Background: an optimization exercise with open tools, aiming at small area, a short achievable clock period and few clock cycles per item. Do not read the settings as production practice.
Where RTL was checked, it was by simulation tests only, not by an equivalence proof against the original.

## tdm_slot_timer_unit
module tdm_slot_timer_unit (
   input  logic        clock,
   input  logic        reset,
   input  logic        req_valid,
   output logic        req_ready,
   input  logic [47:0] req_now_time,
   output logic        rsp_valid,
   input  logic        rsp_ready,
   output logic [1:0]  rsp_current_slot,
   output logic        rsp_is_own,
   output logic [48:0] rsp_next_own_start,
   output logic [32:0] rsp_wait_time,
   output logic        rsp_error,
   input  logic        csr_we,
   input  logic [2:0]  csr_index,
   input  logic [15:0] csr_wdata
);
   logic [15:0] end0, end1, end2, end3;
   logic [1:0]  cm1;
   logic [1:0]  own;
   logic [15:0] end0_n, end1_n, end2_n, end3_n;
   logic [1:0]  cm1_n, own_n;
   always_comb begin
      end0_n = end0;
      end1_n = end1;
      end2_n = end2;
      end3_n = end3;
      cm1_n  = cm1;
      own_n  = own;
      if (reset) begin
         end0_n = 16'd1;
         end1_n = 16'd2;
         end2_n = 16'd3;
         end3_n = 16'd4;
         cm1_n  = 2'd3;
         own_n  = 2'd0;
      end else if (csr_we) begin
  ...
For scale: roughly 6200 cells after synthesis, about 1400 flip-flops, ~160 I/O pins, ~65000 um^2 of cells after synthesis.
export LEC_CHECK = 0
export CAP_MARGIN = 20
export CORE_MARGIN = 2
export CORE_UTILIZATION = 40
export SLEW_MARGIN = 20
create_clock -name core_clock -period 10.0 [get_ports {clock}]
standard.sh (not shown) runs the stock make flow with config.mk's settings and CLKGATE_MAP_FILE= SYNTH_SCRIPT=/design/flow/synth_recipe.tcl, a recipe that flattens the netlist after the stock synthesis.
==> flow/flow/run.sh <==
#!/bin/bash
# Standard layout, with these changes to how it is made:
#  - ports are buffered with buf_4 cells;
#  - the repair steps aim at a larger setup margin but work on the worst
#    endpoints only;
#  - clock tree sinks are clustered in larger groups.
set -euo pipefail
bash standard.sh SETUP_SLACK_MARGIN=6.5 TNS_END_PERCENT=5 \
  CTS_CLUSTER_SIZE=25 CTS_CLUSTER_DIAMETER=100 \
  BUFFER_PORTS_ARGS="-buffer_cell sky130_fd_sc_hd__buf_4" finish > standard.log 2>&1
==> next run, changes <==
--- a/flow/design.v
+++ b/flow/design.v
@@ -2690,25 +2690,24 @@
    wire cmp3_G1279 = cmp3_G1271 | (cmp3_P1271 & cmp3_G1268);
    wire cmp3_P1279 = cmp3_P1271 & cmp3_P1268;
    wire cmp3_G1280 = cmp3_G1272 | (cmp3_P1272 & cmp3_G1268);
    wire cmp3_P1280 = cmp3_P1272 & cmp3_P1268;
    wire [15:0] cmp3_s = cmp3_p ^ {cmp3_G1279, cmp3_G1278, cmp3_G1277, cmp3_G1276, cmp3_G1275, cmp3_G1274, cmp3_G1273, cmp3_G1268, cmp3_G1267, cmp3_G1266, cmp3_G1265, cmp3_G1258, cmp3_G1257, cmp3_G1249, cmp3_g[0], 1'b0};
    wire cmp3_co = cmp3_G1280;
    assign g0 = phi & cmp0_co;
    assign g1 = phi & cmp1_co & (cm1 >= 2'd1);
    assign g2 = phi & cmp2_co & (cm1 >= 2'd2);
    assign g3 = phi & cmp3_co & (cm1 == 2'd3);
    assign pcur = g0 ? 2'd0 : g1 ? 2'd1 : g2 ? 2'd2 : g3 ? 2'd3 : cm1;
-   assign plap = ~((g0 & (own >= 2'd1)) | (g1 & (own >= 2'd2)) | (g2 & (own == 2'd3)));
-   wire gown = (own == 2'd0) ? g0 : (own == 2'd1) ? g1 : (own == 2'd2) ? g2 : g3;
-   assign pown = plap & (gown | (~(g0 | g1 | g2 | g3) & (cm1 == own))) & ~err;
+   assign plap = pcur >= own;
+   assign pown = (pcur == own) & ~err;
    assign pfz  = n15[15:0] == 16'd0;
    wire [17:0] ada_x = {2'b0, ooff};
    wire [17:0] ada_y = {2'b11, ~pr};
    wire [17:0] ada_g = ada_x & ada_y;
    wire [17:0] ada_p = ada_x ^ ada_y;
    wire ada_G1281 = ada_g[1] | (ada_p[1] & (ada_g[0] | (ada_p[0] & pfz)));
    wire ada_G1282 = ada_g[3] | (ada_p[3] & ada_g[2]);
    wire ada_P1282 = ada_p[3] & ada_p[2];
    wire ada_G1283 = ada_g[5] | (ada_p[5] & ada_g[4]);
    wire ada_P1283 = ada_p[5] & ada_p[4];
    wire ada_G1284 = ada_g[7] | (ada_p[7] & ada_g[6]);
@@ -2973,23 +2972,22 @@
    logic         hwait_n;
    logic [4:0]   hcnt_n;
    always_comb begin
       hwait_n = hwait;
       hcnt_n  = hcnt - 5'd1;
       if (head) begin
          hwait_n = ~leave;
          hcnt_n  = 5'd16;
       end
    end
    logic [68:0] out_q;
-   logic        out_e;     
    always_ff @(posedge clock) begin
       if (reset) begin
          v0 <= 1'b0;
          v1 <= 1'b0;
          v2 <= 1'b0;
          v3 <= 1'b0;
          v4 <= 1'b0;
          v5 <= 1'b0;
          v6 <= 1'b0;
          v7 <= 1'b0;
          v8 <= 1'b0;
@@ -3065,21 +3063,20 @@
       n15 <= n14;
       r15 <= rn15;
       n16 <= n15;
       sc <= pcur;
       so <= pown;
       sz <= ~phi | err;
       sf <= pfz;
       sd <= pd;
    end
    always_ff @(posedge clock) begin
       if (out_free) out_q <= res;
-      if (out_free) out_e <= err;
       if (take & again) ih_n <= req_now_time;
    end
    assign rsp_valid          = out_v;
    assign rsp_current_slot   = out_q[68:67];
    assign rsp_is_own         = out_q[66];
    assign rsp_next_own_start = {out_q[65:33], 16'd0};
    assign rsp_wait_time      = out_q[32:0];
-   assign rsp_error          = out_e;
+   assign rsp_error          = err;
 endmodule
=>
- non-clock buffer count goes up by 21
- worst hold slack is worse by 0.0038 ns
- global-route usage goes up by 0.16 points
- cell area hardly moves
- wire length goes up by 0.38%
- setup slack is worse by 0.0061 ns
- area after synthesis goes down by about 0.4%
- via count goes down by about 1.1%
- clock-buffer cell count goes down by 4
- cell count goes down by about 1%
- core utilization hardly moves
- clock skew goes up by 0.0039 ns
- sequential share of layout area stays flat
- maximum frequency stays flat
Testbench counts after the change, summed over its fixed seeds: cycles 8,144, items 8,000.
For the first run of this note, only the layout was checked, not whether the RTL still works.

[port drivers added, routing unchanged]
How much do the figures lean on ideal ports? The routed layouts below were timed once more, with nothing changed but the port constraints. Step 1 assumes that a clkbuf_16 drives the clock port and a buf_2 every other input. Step 2 also shifts input and output timing later by t, the mid clock arrival at the registers, as if the neighbouring blocks saw the same clock. Slacks: ideal ports / drivers / drivers and shift; pairs: ideal ports / drivers.
run | shift t [ns] | slack for setup (ns) | worst hold slack (ns) | worst slew at a driven data input, ns | pins driven straight from the clock port
the first run | 0.767 | 6.423 / 6.423 / 5.715 | 0.308 / 0.308 / 0.308 | 0.07 | 1
the second run | 0.782 | 6.417 / 6.417 / 5.802 | 0.304 / 0.304 / 0.304 | 0.08 | 1
After both steps setup and hold are still met in every run listed. For the first run, which loses most, drivers alone change the setup slack by 0.000 ns; drivers and shift together by -0.708 ns.
